Context: an optimization exercise on an open-source flow, tuned for small area, a short achievable clock period and few clock cycles. The choices shown serve that exercise and are no tape-out recipe.
Function was checked by simulation only, so behaviour that the tests miss may differ from the original.
Power and IR drop assume default switching activity.

==> v27 <==
## core101_top
module core101_top (
  input  logic                  clock_in,
  input  logic                  rst_n,
  input  logic                  halt,
  input  logic [xlen-1:0]       ins_data,
  output logic [xlen-1:0]       ins_addr,
  output logic                  wb_valid,
  output logic [reg_addr_w-1:0] wb_rd,
  output logic [xlen-1:0]       wb_data,
  output logic                  illegal_instr
);
==> module int_exec_unit, before the edit <==
module int_exec_unit (
  input  logic                  clock_in,
  input  logic                  rst_n,
  input  logic [ctl_w-1:0]      ctl,
  input  logic [xlen-1:0]       rs1_data_n,
  input  logic [xlen-1:0]       rs2_data_n,
  input  logic                  fwd_a,
  input  logic                  fwd_b,
  input  logic                  ex_valid,
  input  logic                  ex_illegal,
  input  logic [reg_addr_w-1:0] ex_rd,
  output logic [xlen-1:0]       ex_result,
  output logic                  wb_valid,
  output logic [reg_addr_w-1:0] wb_rd,
  output logic [xlen-1:0]       wb_data
);
  logic [ctl_w-1:0] alu_ctl;
  logic [xlen-1:0]  a;
  logic [xlen-1:0]  b;
  logic [xlen-1:0]  result;
  logic [xlen-1:0] next_a;
  logic [xlen-1:0] next_b;
  logic [4:0]      shamt;
  always_ff @(posedge clock_in) begin
    alu_ctl <= ctl;
    a       <= next_a;
    b       <= next_b ^ {xlen{ctl[ctl_sub]}};
    shamt   <= next_b[4:0];
  end
  logic [xlen:0]   sum;
  logic            lt_u;
  logic            lt_s;
  logic [xlen-1:0] sll_res;
  logic [xlen-1:0] sr_res;
  localparam int lvls = 5;   
  logic [xlen-1:0] half;
  logic [xlen:0]   carry;
  logic [xlen-1:0] kg [lvls+1];
  logic [xlen-1:0] kt [lvls+1];
  assign half = a ^ b;
  for (genvar i = 0; i < xlen; i++) begin : lvl0
    if (i == 0) begin : cin
      ks_pg0_c u (.a(a[0]), .b(b[0]), .c(alu_ctl[ctl_sub]), .g_n(kg[0][0]), .t_n(kt[0][0]));
    end else begin : pg
      ks_pg0 u (.a(a[i]), .b(b[i]), .g_n(kg[0][i]), .t_n(kt[0][i]));
    end
  end
  for (genvar l = 1; l <= lvls; l++) begin : lvl
    localparam int d = 1 << (l-1);
    for (genvar i = 0; i < xlen; i++) begin : node
      if (i < d) begin : done
        assign kg[l][i] = !kg[l-1][i];
        assign kt[l][i] = 1'b0;
      end else if (i - d < d) begin : gray
        assign kt[l][i] = 1'b0;
        if (l % 2 == 1) begin : n2p
          ks_gray_n2p u (.gh_n(kg[l-1][i]), .th_n(kt[l-1][i]), .gl_n(kg[l-1][i-d]), .g(kg[l][i]));
        end else begin : p2n
          ks_gray_p2n u (.gh(kg[l-1][i]), .th(kt[l-1][i]), .gl(kg[l-1][i-d]), .g_n(kg[l][i]));
        end
      end else begin : black
        if (l % 2 == 1) begin : n2p
          ks_dot_n2p u (.gh_n(kg[l-1][i]), .th_n(kt[l-1][i]), .gl_n(kg[l-1][i-d]),
                        .tl_n(kt[l-1][i-d]), .g(kg[l][i]), .t(kt[l][i]));
        end else begin : p2n
          ks_dot_p2n u (.gh(kg[l-1][i]), .th(kt[l-1][i]), .gl(kg[l-1][i-d]),
                        .tl(kt[l-1][i-d]), .g_n(kg[l][i]), .t_n(kt[l][i]));
        end
      end
    end
  end
  assign carry = {kg[lvls], alu_ctl[ctl_sub]};
  assign sum   = {carry[xlen], half ^ carry[xlen-1:0]};
  assign lt_u = !sum[xlen];
  assign lt_s = (a[xlen-1] == b[xlen-1]) ? a[xlen-1] : sum[xlen-1];
  logic [xlen-1:0] sr_in;
  always_comb begin
    for (int i = 0; i < xlen; i++) begin
      sr_in[i]   = alu_ctl[ctl_sll] ? a[xlen-1-i] : a[i];
    end
  end
  assign sr_res = xlen'($signed({alu_ctl[ctl_arith] & a[xlen-1], sr_in}) >>> shamt);
  always_comb begin
    for (int i = 0; i < xlen; i++) sll_res[i] = sr_res[xlen-1-i];
  end
  logic [xlen-1:0] logic_res;
  logic            lt_bit;
  assign logic_res = ({xlen{alu_ctl[ctl_xor]}} & (a ^ b))
                   | ({xlen{alu_ctl[ctl_or]}}  & (a | b))
                   | ({xlen{alu_ctl[ctl_and]}} & (a & b));
  assign lt_bit    = (alu_ctl[ctl_slt] & lt_s) | (alu_ctl[ctl_sltu] & lt_u);
  logic [2:0]      dst_on;
  logic [2:0][xlen-1:0] dst_other;
  logic [2:0][xlen-1:0] dst_out;
  assign dst_on       = {fwd_b, fwd_a, 1'b1};
  assign dst_other[0] = '0;
  assign dst_other[1] = ~rs1_data_n;
  assign dst_other[2] = ~rs2_data_n;
  for (genvar x = 0; x < 3; x++) begin : dst
    logic            sel_add;
    logic            sel_sll;
    logic            sel_sr;
    logic            sel_lt;
    logic [xlen-1:0] late_n;
    logic [xlen-1:0] early_n;
    logic            lt_n;
    assign sel_add = dst_on[x] & alu_ctl[ctl_add];
    assign sel_sll = dst_on[x] & alu_ctl[ctl_sll];
    assign sel_sr  = dst_on[x] & alu_ctl[ctl_sr];
    assign early_n = ~(dst_on[x] ? logic_res : dst_other[x]);
    assign lt_n    = ~(dst_on[x] & lt_bit);
    for (genvar i = 0; i < xlen; i++) begin : bitx
      rf_aoi222 u (.a1(sum[i]), .b1(sel_add), .a2(sll_res[i]), .b2(sel_sll),
                   .a3(sr_res[i]), .b3(sel_sr), .y(late_n[i]));
      if (i == 0) begin : b0
        ex_nand3 v (.a(late_n[i]), .b(early_n[i]), .c(lt_n), .y(dst_out[x][i]));
      end else begin : bn
        ex_nand2 v (.a(late_n[i]), .b(early_n[i]), .y(dst_out[x][i]));
      end
    end
  end
  assign result    = dst_out[0];
  assign ex_result = result;
  assign next_a = dst_out[1];
  assign next_b = dst_out[2];
  always_ff @(posedge clock_in) begin
    if (!rst_n) begin
      wb_valid      <= 1'b0;
    end else begin
      wb_valid      <= ex_valid;
    end
  end
  always_ff @(posedge clock_in) begin
    wb_rd   <= ex_rd;
    wb_data <= result;
  end
endmodule
==> flow/config.mk <==
export PLATFORM = sky130hd
export DESIGN_NAME = core101_top
export DESIGN_NICKNAME = core101_top
export VERILOG_FILES = /design/flow/design.v
export SDC_FILE = /design/flow/constraint.sdc
export NUM_CORES = 4
export LEC_CHECK = 0
export CAP_MARGIN = 20
export CELL_PAD_IN_SITES_DETAIL_PLACEMENT = 1
export CELL_PAD_IN_SITES_GLOBAL_PLACEMENT = 2
export CORE_MARGIN = 2
export CORE_UTILIZATION = 40
export CTS_CLUSTER_DIAMETER = 100
export CTS_CLUSTER_SIZE = 30
export SETUP_SLACK_MARGIN = 3.3
export SLEW_MARGIN = 20
export SYNTH_HIERARCHICAL = 1
export SYNTH_MINIMUM_KEEP_SIZE = 0
export TNS_END_PERCENT = 5
==> flow/constraint.sdc <==
create_clock -name core_clock -period 6.0 [get_ports {clock_in}]
set_input_delay 1.2000 -clock core_clock [delete_from_list [all_inputs] [get_ports {clock_in}]]
set_output_delay 1.2000 -clock core_clock [all_outputs]
set_load 0.01 [all_outputs]
run.sh (not shown) runs the stock make flow with config.mk's settings and CLKGATE_MAP_FILE= SYNTH_SCRIPT=/design/flow/synth_recipe.tcl, a recipe that flattens the netlist after the stock synthesis.
==> inputs of v3, as changes to v27 <==
--- a/flow/design.v
+++ b/flow/design.v
@@ -319,10 +319,24 @@
   logic [xlen-1:0] next_a;
   logic [xlen-1:0] next_b;
-  logic [4:0]      shamt;
+  logic [3:0]      sh_lo_r;
+  logic [3:0]      sh_lo_l;
+  logic [3:0]      sh_mid;
+  logic            sh_hi;
+  logic [3:0]      dec_lo;
+  logic [3:0]      dec_mid;
+  always_comb begin
+    for (int k = 0; k < 4; k++) begin
+      dec_lo[k]  = (next_b[1:0] == 2'(k));
+      dec_mid[k] = (next_b[3:2] == 2'(k));
+    end
+  end
   always_ff @(posedge clock_in) begin
     alu_ctl <= ctl;
     a       <= next_a;
     b       <= next_b ^ {xlen{ctl[ctl_sub]}};
-    shamt   <= next_b[4:0];
+    sh_lo_r <= dec_lo & {4{!ctl[ctl_sll]}};
+    sh_lo_l <= dec_lo & {4{ctl[ctl_sll]}};
+    sh_mid  <= dec_mid;
+    sh_hi   <= next_b[4];
   end
   logic [xlen:0]   sum;
@@ -372,11 +386,37 @@
   assign lt_u = !sum[xlen];
   assign lt_s = (a[xlen-1] == b[xlen-1]) ? a[xlen-1] : sum[xlen-1];
-  logic [xlen-1:0] sr_in;
-  always_comb begin
-    for (int i = 0; i < xlen; i++) begin
-      sr_in[i]   = alu_ctl[ctl_sll] ? a[xlen-1-i] : a[i];
+  logic            fill;
+  logic [xlen-1:0] sh1;
+  logic [xlen-1:0] sh2;
+  assign fill = alu_ctl[ctl_arith] & a[xlen-1];
+  for (genvar i = 0; i < xlen; i++) begin : shbit
+    logic [7:0] t;
+    logic [7:0] s;
+    logic [2:0] n1;
+    logic [1:0] n2;
+    for (genvar k = 0; k < 4; k++) begin : src
+      assign t[k]   = (i + k < xlen) ? a[i + k] : fill;
+      assign t[4+k] = (i + k < xlen) ? a[xlen-1-i-k] : fill;
     end
+    assign s = {sh_lo_l, sh_lo_r};
+    rf_aoi222 g1a (.a1(t[0]), .b1(s[0]), .a2(t[1]), .b2(s[1]), .a3(t[2]), .b3(s[2]), .y(n1[0]));
+    rf_aoi222 g1b (.a1(t[3]), .b1(s[3]), .a2(t[4]), .b2(s[4]), .a3(t[5]), .b3(s[5]), .y(n1[1]));
+    rf_aoi22  g1c (.a1(t[6]), .b1(s[6]), .a2(t[7]), .b2(s[7]), .y(n1[2]));
+    ex_nand3  g1  (.a(n1[0]), .b(n1[1]), .c(n1[2]), .y(sh1[i]));
+  end
+  for (genvar i = 0; i < xlen; i++) begin : shbit2
+    logic [3:0] u;
+    logic [1:0] n2;
+    for (genvar k = 0; k < 4; k++) begin : src
+      assign u[k] = (i + 4*k < xlen) ? sh1[i + 4*k] : fill;
+    end
+    rf_aoi22 g2a (.a1(u[0]), .b1(sh_mid[0]), .a2(u[1]), .b2(sh_mid[1]), .y(n2[0]));
+    rf_aoi22 g2b (.a1(u[2]), .b1(sh_mid[2]), .a2(u[3]), .b2(sh_mid[3]), .y(n2[1]));
+    ex_nand2 g2  (.a(n2[0]), .b(n2[1]), .y(sh2[i]));
+  end
+  for (genvar i = 0; i < xlen; i++) begin : shbit3
+    ex_mux2 g3 (.a(sh2[i]), .b((i + 16 < xlen) ? sh2[(i + 16) % xlen] : fill), .s(sh_hi),
+                .y(sr_res[i]));
   end
-  assign sr_res = xlen'($signed({alu_ctl[ctl_arith] & a[xlen-1], sr_in}) >>> shamt);
   always_comb begin
     for (int i = 0; i < xlen; i++) sll_res[i] = sr_res[xlen-1-i];
@@ -486,4 +526,10 @@
   assign y = !(a & b & c);
 endmodule
+module ex_mux2 (
+  input  logic a, b, s,
+  output logic y
+);
+  assign y = s ? b : a;
+endmodule
 `timescale 1ns/100ps
 import core101_pkg::*;
--- a/flow/config.mk
+++ b/flow/config.mk
@@ -10,7 +10,8 @@
 export CELL_PAD_IN_SITES_GLOBAL_PLACEMENT = 2
 export CORE_MARGIN = 2
-export CORE_UTILIZATION = 40
-export CTS_CLUSTER_DIAMETER = 100
-export CTS_CLUSTER_SIZE = 30
+export CORE_UTILIZATION = 55
+export CTS_CLUSTER_DIAMETER = 80
+export CTS_CLUSTER_SIZE = 20
+export PLACE_DENSITY = 0.7
 export SETUP_SLACK_MARGIN = 3.3
 export SLEW_MARGIN = 20
==> inputs of v24, as changes to v27 <==
--- a/flow/design.v
+++ b/flow/design.v
@@ -319,10 +319,24 @@
   logic [xlen-1:0] next_a;
   logic [xlen-1:0] next_b;
-  logic [4:0]      shamt;
+  logic [3:0]      sh_lo_r;
+  logic [3:0]      sh_lo_l;
+  logic [3:0]      sh_mid;
+  logic            sh_hi;
+  logic [3:0]      dec_lo;
+  logic [3:0]      dec_mid;
+  always_comb begin
+    for (int k = 0; k < 4; k++) begin
+      dec_lo[k]  = (next_b[1:0] == 2'(k));
+      dec_mid[k] = (next_b[3:2] == 2'(k));
+    end
+  end
   always_ff @(posedge clock_in) begin
     alu_ctl <= ctl;
     a       <= next_a;
     b       <= next_b ^ {xlen{ctl[ctl_sub]}};
-    shamt   <= next_b[4:0];
+    sh_lo_r <= dec_lo & {4{!ctl[ctl_sll]}};
+    sh_lo_l <= dec_lo & {4{ctl[ctl_sll]}};
+    sh_mid  <= dec_mid;
+    sh_hi   <= next_b[4];
   end
   logic [xlen:0]   sum;
@@ -372,11 +386,37 @@
   assign lt_u = !sum[xlen];
   assign lt_s = (a[xlen-1] == b[xlen-1]) ? a[xlen-1] : sum[xlen-1];
-  logic [xlen-1:0] sr_in;
-  always_comb begin
-    for (int i = 0; i < xlen; i++) begin
-      sr_in[i]   = alu_ctl[ctl_sll] ? a[xlen-1-i] : a[i];
+  logic            fill;
+  logic [xlen-1:0] sh1;
+  logic [xlen-1:0] sh2;
+  assign fill = alu_ctl[ctl_arith] & a[xlen-1];
+  for (genvar i = 0; i < xlen; i++) begin : shbit
+    logic [7:0] t;
+    logic [7:0] s;
+    logic [2:0] n1;
+    logic [1:0] n2;
+    for (genvar k = 0; k < 4; k++) begin : src
+      assign t[k]   = (i + k < xlen) ? a[i + k] : fill;
+      assign t[4+k] = (i + k < xlen) ? a[xlen-1-i-k] : fill;
     end
+    assign s = {sh_lo_l, sh_lo_r};
+    rf_aoi222 g1a (.a1(t[0]), .b1(s[0]), .a2(t[1]), .b2(s[1]), .a3(t[2]), .b3(s[2]), .y(n1[0]));
+    rf_aoi222 g1b (.a1(t[3]), .b1(s[3]), .a2(t[4]), .b2(s[4]), .a3(t[5]), .b3(s[5]), .y(n1[1]));
+    rf_aoi22  g1c (.a1(t[6]), .b1(s[6]), .a2(t[7]), .b2(s[7]), .y(n1[2]));
+    ex_nand3  g1  (.a(n1[0]), .b(n1[1]), .c(n1[2]), .y(sh1[i]));
+  end
+  for (genvar i = 0; i < xlen; i++) begin : shbit2
+    logic [3:0] u;
+    logic [1:0] n2;
+    for (genvar k = 0; k < 4; k++) begin : src
+      assign u[k] = (i + 4*k < xlen) ? sh1[i + 4*k] : fill;
+    end
+    rf_aoi22 g2a (.a1(u[0]), .b1(sh_mid[0]), .a2(u[1]), .b2(sh_mid[1]), .y(n2[0]));
+    rf_aoi22 g2b (.a1(u[2]), .b1(sh_mid[2]), .a2(u[3]), .b2(sh_mid[3]), .y(n2[1]));
+    ex_nand2 g2  (.a(n2[0]), .b(n2[1]), .y(sh2[i]));
+  end
+  for (genvar i = 0; i < xlen; i++) begin : shbit3
+    ex_mux2 g3 (.a(sh2[i]), .b((i + 16 < xlen) ? sh2[(i + 16) % xlen] : fill), .s(sh_hi),
+                .y(sr_res[i]));
   end
-  assign sr_res = xlen'($signed({alu_ctl[ctl_arith] & a[xlen-1], sr_in}) >>> shamt);
   always_comb begin
     for (int i = 0; i < xlen; i++) sll_res[i] = sr_res[xlen-1-i];
@@ -486,4 +526,10 @@
   assign y = !(a & b & c);
 endmodule
+module ex_mux2 (
+  input  logic a, b, s,
+  output logic y
+);
+  assign y = s ? b : a;
+endmodule
 `timescale 1ns/100ps
 import core101_pkg::*;
--- a/flow/config.mk
+++ b/flow/config.mk
@@ -11,6 +11,7 @@
 export CORE_MARGIN = 2
 export CORE_UTILIZATION = 40
-export CTS_CLUSTER_DIAMETER = 100
-export CTS_CLUSTER_SIZE = 30
+export CTS_CLUSTER_DIAMETER = 80
+export CTS_CLUSTER_SIZE = 20
+export PLACE_DENSITY = 0.7
 export SETUP_SLACK_MARGIN = 3.3
 export SLEW_MARGIN = 20
==> summary.md <==
| Metric | Value |
|---|---|
| Hpwl dp | `around 150000 um` |
| Post_cts resized | `143` |
| Utilization after layout | `45.78%` |
| Outcome | `finished clean` |
| Placed instance count | `a little over 6000` |
| Sequential share of cell area | `55.68%` |
| Initial antenna violation count | `6` |
| Mapped Cells | `4049` |
| Crit path max-delay family | `simple AND/OR/NAND/NOR gates` |
| Starting Density | `40.30%` |
| Pwr dens | `~260 nW/um^2` |
| Largest net degree at the start of global routing | `39` |
| Post-route setup slack | `3.031 ns` |
| Area occupied by multi-input gates | `roughly 21000 um^2` |
| Post-Syn Area | `around 58000 um^2` |
# the run above: v24

==> summary.md <==
| Metric | Value |
|---|---|
| Post-route setup slack | `2.930 ns` |
| Initial antenna violation count | `8` |
| Area occupied by multi-input gates | `20990 um^2` |
| Largest net degree at the start of global routing | `38` |
| Post_cts resized | `between 150 and 200` |
| Outcome | `finished clean` |
| Starting Density | `40.19%` |
# the run above: v27

==> summary.md <==
| Metric | Value |
|---|---|
| Sequential share of cell area | `56.35%` |
| Starting Density | `55.23%` |
| Placed instance count | `5584` |
| Initial antenna violation count | `5` |
| Area occupied by multi-input gates | `21220 um^2` |
| Utilization after layout | `61.92%` |
| Hpwl dp | `146100 um` |
| Pwr dens | `259.7 nW/um^2` |
| Outcome | `finished clean` |
# the run above: v3

Testbench counts of v27, summed over its fixed seeds: cycles 16,013.
Testbench counts of v3, summed over its fixed seeds: cycles 16,013.
Testbench counts of v24, summed over its fixed seeds: cycles 16,013.

## what the ideal ports hide
The results above use ideal ports. As a check the final layouts listed here were re-extracted and re-timed, cells and wires unchanged.
Step 1: set_driving_cell puts a clkbuf_16 on clock_in and a buf_2 on each other input, an assumption about the parent block.
Step 2 also shifts input and output timing later by t, the mid clock arrival at the registers, as if the neighbouring blocks saw the same clock.
a / b / c = no drivers / after step 1 / after step 2; a / b = the first two.
| run | t (ns) | setup slack, ns | clock arrival spread, ns |
|---|---|---|---|
| v27 | 0.799 | 2.930 / 2.902 / 2.423 | 0.062 / 0.061 |
| v3 | 0.764 | 3.024 / 2.987 / 2.408 | 0.055 / 0.055 |
| v24 | 0.805 | 3.031 / 2.982 / 2.413 | 0.070 / 0.070 |
After both steps setup and hold are still met in every run listed. The setup slack of v24, which loses most, moves by -0.049 ns with the drivers and by -0.618 ns with both steps.
